Context: an optimization exercise on an open-source flow, tuned for small area. The choices shown serve that exercise and are no tape-out recipe.
Where RTL was checked, it was by simulation tests only, not by an equivalence proof against the original.

==> inputs of exp/raven <==
// csr_unit
module csr_unit (
    input  logic        s_clk_i,
    input  logic        arst_n_i,
    input  logic [1:0]  unit_i,
    input  logic [3:0]  function_i,
    input  logic [11:0] payload_i,
    input  logic [31:0] val_i,
    input  logic [31:0] pc_i,
    input  logic [1:0]  imiscon_i,
    input  logic        hresp_i,
    input  logic        stall_i,
    input  logic        flush_i,
    input  logic        rstpp_i,
    input  logic        interrupted_i,
    input  logic        int_meip_i,
    input  logic        int_mtip_i,
    input  logic        int_msip_i,
    output logic [31:0] csr_rdata_o,
    output logic [31:0] exc_trap_o,
    output logic [31:0] int_trap_o,
    output logic [31:0] mepc_o,
    output logic        treturn_o,
    output logic        int_pending_o,
    output logic        exception_o
);
Settings: LEC_CHECK=0, CAP_MARGIN=20, CORE_MARGIN=2, CORE_UTILIZATION=40, CTS_BUF_LIST=sky130_fd_sc_hd__clkbuf_2 sky130_fd_sc_hd__clkbuf_4 sky130_fd_sc_hd__clkbuf_8, CTS_CLUSTER_SIZE=30, SLEW_MARGIN=20; clock period 5.0 ns.
run.sh (not shown) runs the stock make flow with config.mk's settings and CLKGATE_MAP_FILE= SYNTH_SCRIPT=/design/flow/synth_recipe.tcl, a recipe that flattens the netlist after the stock synthesis.
==> exp/yarrow: changes against exp/raven <==
--- a/flow/design.v
+++ b/flow/design.v
@@ -173,18 +173,36 @@
     assign pend          = mie_q & mip_q;
     assign int_pending_o = (|pend) & mie_b;
     assign int_code      = pend[2] ? 5'd11 : (pend[0] ? 5'd3 : 5'd7);
     assign cause_code    = interrupted_i ? int_code : exc_code;
     assign exc_trap_o = {mtvec_q[31:2], 2'b00};
-    logic [3:0] vadd;
-    logic [4:0] vlow;
+    logic [3:0]  vadd;
+    logic [4:0]  vlow;
+    logic [31:6] ones_below;
     assign vadd = mtvec_q[0] ? int_code[3:0] : 4'd0;
     assign vlow = {1'b0, mtvec_q[5:2]} + {1'b0, vadd};
-    assign int_trap_o = {mtvec_q[31:6] + {25'd0, vlow[4]}, vlow[3:0], 2'b00};
-    logic [32:0] cyc_lo_inc, ins_lo_inc;
-    assign cyc_lo_inc = {1'b0, cyc_lo} + 33'd1;
-    assign ins_lo_inc = {1'b0, ins_lo} + {32'd0, commit};
+    assign ones_below[6] = 1'b1;
+    for (genvar i = 7; i < 32; i++) begin : g_ones
+        assign ones_below[i] = ones_below[i-1] & mtvec_q[i-1];
+    end
+    assign int_trap_o = {mtvec_q[31:6] ^ ({26{vlow[4]}} & ones_below), vlow[3:0], 2'b00};
+    function automatic logic [32:0] half_inc(input logic [31:0] q, input logic cin);
+        logic [32:0] c;
+        c[0] = cin;
+        for (int k = 0; k < 8; k++) begin
+            c[4*k+1] = c[4*k] & q[4*k];
+            c[4*k+2] = c[4*k] & q[4*k] & q[4*k+1];
+            c[4*k+3] = c[4*k] & q[4*k] & q[4*k+1] & q[4*k+2];
+            c[4*k+4] = c[4*k] & (&q[4*k+3 -: 4]);
+        end
+        half_inc = {c[32], q ^ c[31:0]};
+    endfunction
+    logic [32:0] cyc_lo_inc, ins_lo_inc, cyc_hi_inc, ins_hi_inc;
+    assign cyc_lo_inc = half_inc(cyc_lo, 1'b1);
+    assign ins_lo_inc = half_inc(ins_lo, commit);
+    assign cyc_hi_inc = half_inc(cyc_hi, cyc_lo_inc[32]);
+    assign ins_hi_inc = half_inc(ins_hi, ins_lo_inc[32]);
     logic wr_mscratch, wr_mcause, wr_mtval;
     assign wr_mscratch = csr_wr & a_mscratch;
     assign wr_mcause   = csr_wr & a_mcause;
     assign wr_mtval    = csr_wr & a_mtval;
     always_ff @(posedge s_clk_i or negedge arst_n_i) begin
@@ -222,13 +240,13 @@
             if (csr_wr & a_mtvec) mtvec_q <= {wdata[31:2], 1'b0, wdata[0]};
             if (wr_mscratch)           mscratch_v <= 1'b1;
             if (trap | wr_mcause)      mcause_v   <= 1'b1;
             if (exc_take | wr_mtval)   mtval_v    <= 1'b1;
             cyc_lo <= (csr_wr & a_cyc_lo) ? wdata : cyc_lo_inc[31:0];
-            cyc_hi <= (csr_wr & a_cyc_hi) ? wdata : cyc_hi + {31'd0, cyc_lo_inc[32]};
+            cyc_hi <= (csr_wr & a_cyc_hi) ? wdata : cyc_hi_inc[31:0];
             ins_lo <= (csr_wr & a_ins_lo) ? wdata : ins_lo_inc[31:0];
-            ins_hi <= (csr_wr & a_ins_hi) ? wdata : ins_hi + {31'd0, ins_lo_inc[32]};
+            ins_hi <= (csr_wr & a_ins_hi) ? wdata : ins_hi_inc[31:0];
         end
     end
     always_ff @(posedge s_clk_i) begin
         if (wr_mscratch) mscratch_q <= wdata;
         if (trap)           mcause_q <= {interrupted_i, 26'd0, cause_code};
==> flow/flow/run.sh (new file) <==
#!/bin/bash
# Own layout flow: the standard ORFS flow (standard.sh) with these changes:
#  - synthesis maps logic with an area-oriented ABC script (flow/area.abc) instead of ORFS's
#    delay-oriented one; everything up to and including flip-flop mapping is unchanged, so the
#    registers (names, count, cell types) are the standard synthesis's;
#  - every input and output port still gets a buffer, but a sky130_fd_sc_hd__buf_1;
#  - clock tree synthesis without dummy loads, with larger sink clusters.
# Each step's full output goes to a log of its own in this folder; ORFS's own per-stage logs
# stay under orfs/logs/.
set -euo pipefail
cd "$(dirname "$0")/.."
W=$PWD
bash standard.sh synth SYNTH_SCRIPT="$W/flow/synth_area.tcl" > "$W/synth.log" 2>&1
CTS="-sink_clustering_enable -repair_clock_nets -dont_use_dummy_load"
CTS="$CTS -buf_list sky130_fd_sc_hd__clkbuf_4 -sink_clustering_size 8 -sink_clustering_max_diameter 40"
bash standard.sh floorplan place BUFFER_PORTS_ARGS="-buffer_cell sky130_fd_sc_hd__buf_1" > "$W/place.log" 2>&1
bash standard.sh cts CTS_ARGS="$CTS" > "$W/cts.log" 2>&1
bash standard.sh finish > "$W/route.log" 2>&1
==> flow/flow/area.abc (new file) <==
strash
&get -n
&st
&syn2
&dch -f
&nf -a
&put
topo
stime -c
==> flow/flow/synth_area.tcl (new file) <==
# The standard flow's synthesis script (synth_recipe.tcl) with one change: ABC maps the logic with
# flow/area.abc. Every synth call skips the fsm and share passes, as the standard flow's does.
set my_abc_script [file join [file dirname [file normalize [info script]]] area.abc]
proc synth {args} { yosys synth -nofsm -noshare {*}$args }
proc abc {args} {
  global my_abc_script
  set i [lsearch -exact $args -script]
  if { $i >= 0 } { lset args [expr {$i + 1}] $my_abc_script }
  yosys abc {*}$args
}
source $::env(SCRIPTS_DIR)/synth.tcl
# left out here: clear keep_hierarchy, flatten, clean up, hide names made inside functions, write 1_2_yosys.v
==> flow/standard.sh (new file) <==
#!/bin/bash
# synth_recipe.tcl (not shown) runs the flow's synth.tcl, then flattens the netlist and writes it again
# the make line also repeats each setting of config.mk as NAME=value (left out here)
make -C /OpenROAD-flow-scripts/flow DESIGN_CONFIG=/design/flow/config.mk WORK_HOME=/design/flow/orfs CLKGATE_MAP_FILE= SYNTH_SCRIPT=/design/flow/synth_recipe.tcl "${@:-finish}"
==> flow/config.mk (replaced) <==
export PLATFORM = sky130hd
export DESIGN_NAME = csr_unit
export DESIGN_NICKNAME = csr_unit
export VERILOG_FILES = /design/flow/design.v
export SDC_FILE = /design/flow/constraint.sdc
export NUM_CORES = 4
export LEC_CHECK = 0
export CAP_MARGIN = 20
export CORE_MARGIN = 2
export CORE_UTILIZATION = 55
export SLEW_MARGIN = 20
removed: flow/run.sh
==> exp/garnet: changes against exp/raven <==
--- a/flow/design.v
+++ b/flow/design.v
@@ -150,10 +150,11 @@
     logic [31:0] mtvec_q;                 
     logic [31:0] mepc_q;
     logic [31:0] mscratch_q, mcause_q, mtval_q;
     logic        mscratch_v, mcause_v, mtval_v;
     logic [31:0] cyc_lo, cyc_hi, ins_lo, ins_hi;
+    logic        cnt_v;
     logic [31:0] rdata, wdata;
     assign rdata =
           ({32{a_mstatus}}  & {19'd0, 2'b11, 3'd0, mpie_b, 3'd0, mie_b, 3'd0})
         | ({32{a_misa}}     & 32'h4000_1104)
         | ({32{a_mie}}      & {20'd0, mie_q[2], 3'd0, mie_q[1], 3'd0, mie_q[0], 3'd0})
@@ -161,30 +162,41 @@
         | ({32{a_mscratch & mscratch_v}} & mscratch_q)
         | ({32{a_mepc}}     & mepc_q)
         | ({32{a_mcause & mcause_v}}     & mcause_q)
         | ({32{a_mtval & mtval_v}}       & mtval_q)
         | ({32{a_mip}}      & {20'd0, mip_q[2], 3'd0, mip_q[1], 3'd0, mip_q[0], 3'd0})
-        | ({32{a_cyc_lo}}   & cyc_lo)
-        | ({32{a_cyc_hi}}   & cyc_hi)
-        | ({32{a_ins_lo}}   & ins_lo)
-        | ({32{a_ins_hi}}   & ins_hi);
+        | ({32{a_cyc_lo & cnt_v}} & cyc_lo)
+        | ({32{a_cyc_hi & cnt_v}} & cyc_hi)
+        | ({32{a_ins_lo & cnt_v}} & ins_lo)
+        | ({32{a_ins_hi & cnt_v}} & ins_hi);
     assign csr_rdata_o = rdata;
     assign wdata = fun[1] ? (fun[0] ? (rdata & ~val_i) : (rdata | val_i)) : val_i;
     logic [2:0] pend;
     assign pend          = mie_q & mip_q;
     assign int_pending_o = (|pend) & mie_b;
     assign int_code      = pend[2] ? 5'd11 : (pend[0] ? 5'd3 : 5'd7);
     assign cause_code    = interrupted_i ? int_code : exc_code;
     assign exc_trap_o = {mtvec_q[31:2], 2'b00};
-    logic [3:0] vadd;
-    logic [4:0] vlow;
-    assign vadd = mtvec_q[0] ? int_code[3:0] : 4'd0;
-    assign vlow = {1'b0, mtvec_q[5:2]} + {1'b0, vadd};
-    assign int_trap_o = {mtvec_q[31:6] + {25'd0, vlow[4]}, vlow[3:0], 2'b00};
-    logic [32:0] cyc_lo_inc, ins_lo_inc;
-    assign cyc_lo_inc = {1'b0, cyc_lo} + 33'd1;
-    assign ins_lo_inc = {1'b0, ins_lo} + {32'd0, commit};
+    logic [3:0]  b4, vlow;
+    logic        c3, c7, c11, c6;
+    logic [31:6] hi_inc;
+    assign b4  = mtvec_q[5:2];
+    assign c3  = (b4 >= 4'd13);
+    assign c7  = (b4 >= 4'd9);
+    assign c11 = (b4 >= 4'd5);
+    assign c6  = mtvec_q[0] & (pend[2] ? c11 : (pend[0] ? c3 : c7));
+    assign vlow = b4 + (mtvec_q[0] ? int_code[3:0] : 4'd0);
+    assign hi_inc = mtvec_q[31:6] + 26'd1;
+    assign int_trap_o = {c6 ? hi_inc : mtvec_q[31:6], vlow, 2'b00};
+    function automatic logic [32:0] half_inc(input logic [31:0] q, input logic cin);
+        half_inc = {1'b0, q} + {32'd0, cin};
+    endfunction
+    logic [32:0] cyc_lo_inc, ins_lo_inc, cyc_hi_inc, ins_hi_inc;
+    assign cyc_lo_inc = half_inc(cyc_lo, 1'b1);
+    assign ins_lo_inc = half_inc(ins_lo, commit);
+    assign cyc_hi_inc = half_inc(cyc_hi, cyc_lo_inc[32]);
+    assign ins_hi_inc = half_inc(ins_hi, ins_lo_inc[32]);
     logic wr_mscratch, wr_mcause, wr_mtval;
     assign wr_mscratch = csr_wr & a_mscratch;
     assign wr_mcause   = csr_wr & a_mcause;
     assign wr_mtval    = csr_wr & a_mtval;
     always_ff @(posedge s_clk_i or negedge arst_n_i) begin
@@ -196,14 +208,11 @@
             mtvec_q    <= '0;
             mepc_q     <= '0;
             mscratch_v <= 1'b0;
             mcause_v   <= 1'b0;
             mtval_v    <= 1'b0;
-            cyc_lo     <= '0;
-            cyc_hi     <= '0;
-            ins_lo     <= '0;
-            ins_hi     <= '0;
+            cnt_v      <= 1'b0;
         end else begin
             mip_q <= {int_meip_i, int_mtip_i, int_msip_i};
             if (trap) begin
                 mpie_b <= mie_b;
                 mie_b  <= 1'b0;
@@ -221,17 +230,18 @@
             if (csr_wr & a_mie)   mie_q   <= {wdata[11], wdata[7], wdata[3]};
             if (csr_wr & a_mtvec) mtvec_q <= {wdata[31:2], 1'b0, wdata[0]};
             if (wr_mscratch)           mscratch_v <= 1'b1;
             if (trap | wr_mcause)      mcause_v   <= 1'b1;
             if (exc_take | wr_mtval)   mtval_v    <= 1'b1;
-            cyc_lo <= (csr_wr & a_cyc_lo) ? wdata : cyc_lo_inc[31:0];
-            cyc_hi <= (csr_wr & a_cyc_hi) ? wdata : cyc_hi + {31'd0, cyc_lo_inc[32]};
-            ins_lo <= (csr_wr & a_ins_lo) ? wdata : ins_lo_inc[31:0];
-            ins_hi <= (csr_wr & a_ins_hi) ? wdata : ins_hi + {31'd0, ins_lo_inc[32]};
+            cnt_v <= 1'b1;
         end
     end
     always_ff @(posedge s_clk_i) begin
+        cyc_lo <= (csr_wr & a_cyc_lo) ? wdata : (cnt_v ? cyc_lo_inc[31:0] : 32'd1);
+        cyc_hi <= (csr_wr & a_cyc_hi) ? wdata : (cnt_v ? cyc_hi_inc[31:0] : 32'd0);
+        ins_lo <= (csr_wr & a_ins_lo) ? wdata : (cnt_v ? ins_lo_inc[31:0] : {31'd0, commit});
+        ins_hi <= (csr_wr & a_ins_hi) ? wdata : (cnt_v ? ins_hi_inc[31:0] : 32'd0);
         if (wr_mscratch) mscratch_q <= wdata;
         if (trap)           mcause_q <= {interrupted_i, 26'd0, cause_code};
         else if (wr_mcause) mcause_q <= wdata;
         if (exc_take)       mtval_q <= val_i;
         else if (wr_mtval)  mtval_q <= wdata;
==> flow/flow/run.sh (new file) <==
#!/bin/bash
# Own layout flow: the standard ORFS flow (standard.sh) with these changes:
#  - synthesis maps logic with an area-oriented ABC script (flow/area.abc) instead of ORFS's
#    delay-oriented one; everything up to and including flip-flop mapping is unchanged, so the
#    registers (names, count, cell types) are the standard synthesis's;
#  - every input and output port still gets a buffer, but a sky130_fd_sc_hd__buf_1;
#  - clock tree synthesis without dummy loads, with clkbuf_4 buffers and small sink clusters;
#  - after global routing, ORFS's power recovery (RECOVER_POWER) downsizes gates off the
#    critical paths, and flow/post_grt.tcl then repairs any slew or capacitance limit that
#    broke;
set -euo pipefail
cd "$(dirname "$0")/.."
W=$PWD
bash standard.sh synth SYNTH_SCRIPT="$W/flow/synth_area.tcl" > "$W/synth.log" 2>&1
CTS="-sink_clustering_enable -repair_clock_nets -dont_use_dummy_load"
CTS="$CTS -buf_list sky130_fd_sc_hd__clkbuf_4 -sink_clustering_size 8 -sink_clustering_max_diameter 40"
bash standard.sh floorplan place BUFFER_PORTS_ARGS="-buffer_cell sky130_fd_sc_hd__buf_1" > "$W/place.log" 2>&1
bash standard.sh cts CTS_ARGS="$CTS" > "$W/cts.log" 2>&1
bash standard.sh finish RECOVER_POWER=100 POST_GLOBAL_ROUTE_TCL="$W/flow/post_grt.tcl" > "$W/route.log" 2>&1
==> flow/flow/area.abc (new file) <==
strash
&get -n
&st
&syn2
&dch -f
&nf -R 20
&put
mfs3 -a
topo
stime -c
==> flow/flow/post_grt.tcl (new file) <==
# Sourced by ORFS at the end of global routing (POST_GLOBAL_ROUTE_TCL), after power recovery:
# power recovery can downsize a high-fanout driver past its slew or capacitance limit, so
# repair those again, then legalize and reroute the changed nets.
log_cmd estimate_parasitics -global_routing
log_cmd repair_design -slew_margin $::env(SLEW_MARGIN) -cap_margin $::env(CAP_MARGIN)
log_cmd global_route -start_incremental
log_cmd detailed_placement
log_cmd global_route -end_incremental
log_cmd estimate_parasitics -global_routing
==> flow/flow/synth_area.tcl (new file) <==
# The standard flow's synthesis script (synth_recipe.tcl) with one change: ABC maps the logic with
# flow/area.abc. Every synth call skips the fsm and share passes, as the standard flow's does.
set my_abc_script [file join [file dirname [file normalize [info script]]] area.abc]
proc synth {args} { yosys synth -nofsm -noshare {*}$args }
proc abc {args} {
  global my_abc_script
  set i [lsearch -exact $args -script]
  if { $i >= 0 } { lset args [expr {$i + 1}] $my_abc_script }
  yosys abc {*}$args
}
source $::env(SCRIPTS_DIR)/synth.tcl
# left out here: clear keep_hierarchy, flatten, clean up, hide names made inside functions, write 1_2_yosys.v
==> flow/standard.sh (new file) <==
#!/bin/bash
# synth_recipe.tcl (not shown) runs the flow's synth.tcl, then flattens the netlist and writes it again
# the make line also repeats each setting of config.mk as NAME=value (left out here)
make -C /OpenROAD-flow-scripts/flow DESIGN_CONFIG=/design/flow/config.mk WORK_HOME=/design/flow/orfs CLKGATE_MAP_FILE= SYNTH_SCRIPT=/design/flow/synth_recipe.tcl "${@:-finish}"
==> flow/config.mk (replaced) <==
export PLATFORM = sky130hd
export DESIGN_NAME = csr_unit
export DESIGN_NICKNAME = csr_unit
export VERILOG_FILES = /design/flow/design.v
export SDC_FILE = /design/flow/constraint.sdc
export NUM_CORES = 4
export LEC_CHECK = 0
export CAP_MARGIN = 20
export CORE_AREA = 2.3 2.72 165.6 165.92
export DIE_AREA = 0 0 168.03 168.03
export SLEW_MARGIN = 20
removed: flow/run.sh
==> results.sh <==
export IMPL_outcome="no timing/DRC/antenna violations"
export IMPL_viasPerCell=6.60
export IMPL_grt_pass1_vias=13600
export IMPL_use_met3_pct=5.76
export IMPL_cp_num_buf_inv=4
export IMPL_timing_final_ws_setup_ns=0.433
export IMPL_met3_length_um=5050
export IMPL_synth_top_area_share_pct=21.0
-- figures above: exp/garnet

==> results.sh <==
export IMPL_outcome="finished with violations"
export IMPL_so_faults="negative setup slack"
export IMPL_cp_num_buf_inv=4
export IMPL_timing_final_ws_setup_ns=-0.111
export IMPL_synth_top_area_share_pct=33.2
export IMPL_setup_violations=7
export IMPL_met3_length_um=4490
export IMPL_grt_pass1_vias=12900
-- figures above: exp/yarrow

==> results.sh <==
export IMPL_grt_pass1_vias=15100
export IMPL_outcome="finished with violations"
export IMPL_viasPerCell=5.85
export IMPL_so_faults="negative setup slack"
export IMPL_cp_num_buf_inv=5
export IMPL_setup_violations=1
export IMPL_timing_final_ws_setup_ns=-0.00654
export IMPL_synth_top_area_share_pct=29.1
export IMPL_use_met3_pct=5.64
-- figures above: exp/raven

For exp/raven and exp/yarrow, only the layout was checked, not whether the RTL still works.

==> re-timing with driven ports <==
The results above use ideal ports. As a check the final layouts listed here were re-extracted and re-timed, cells and wires unchanged. Step 1 sets driving cells, clkbuf_16 on the clock port and buf_2 on the other inputs (assumed; they add their load-dependent delay and slew). Step 2 times the ports against the registers' clock, not the clock port: input delays grow and output delays shrink by t, the midpoint of the rising clock arrivals with the driver on. Three values: no drivers, after step 1, after step 2; two values: the first two.
run | t (ns) | setup slack, ns | worst register clock-pin slew, ns
exp/raven | 0.686 | -0.007 / -0.032 / -0.032 | 0.07 / 0.07
exp/yarrow | 0.720 | -0.111 / -0.161 / -0.082 | 0.10 / 0.10
exp/garnet | 0.710 | 0.433 / 0.378 / -0.332 | 0.10 / 0.10
Met with ideal ports but missed after step 2: setup timing in exp/garnet. For exp/garnet, which loses most, drivers alone change the setup slack by -0.055 ns; drivers and shift together by -0.765 ns.
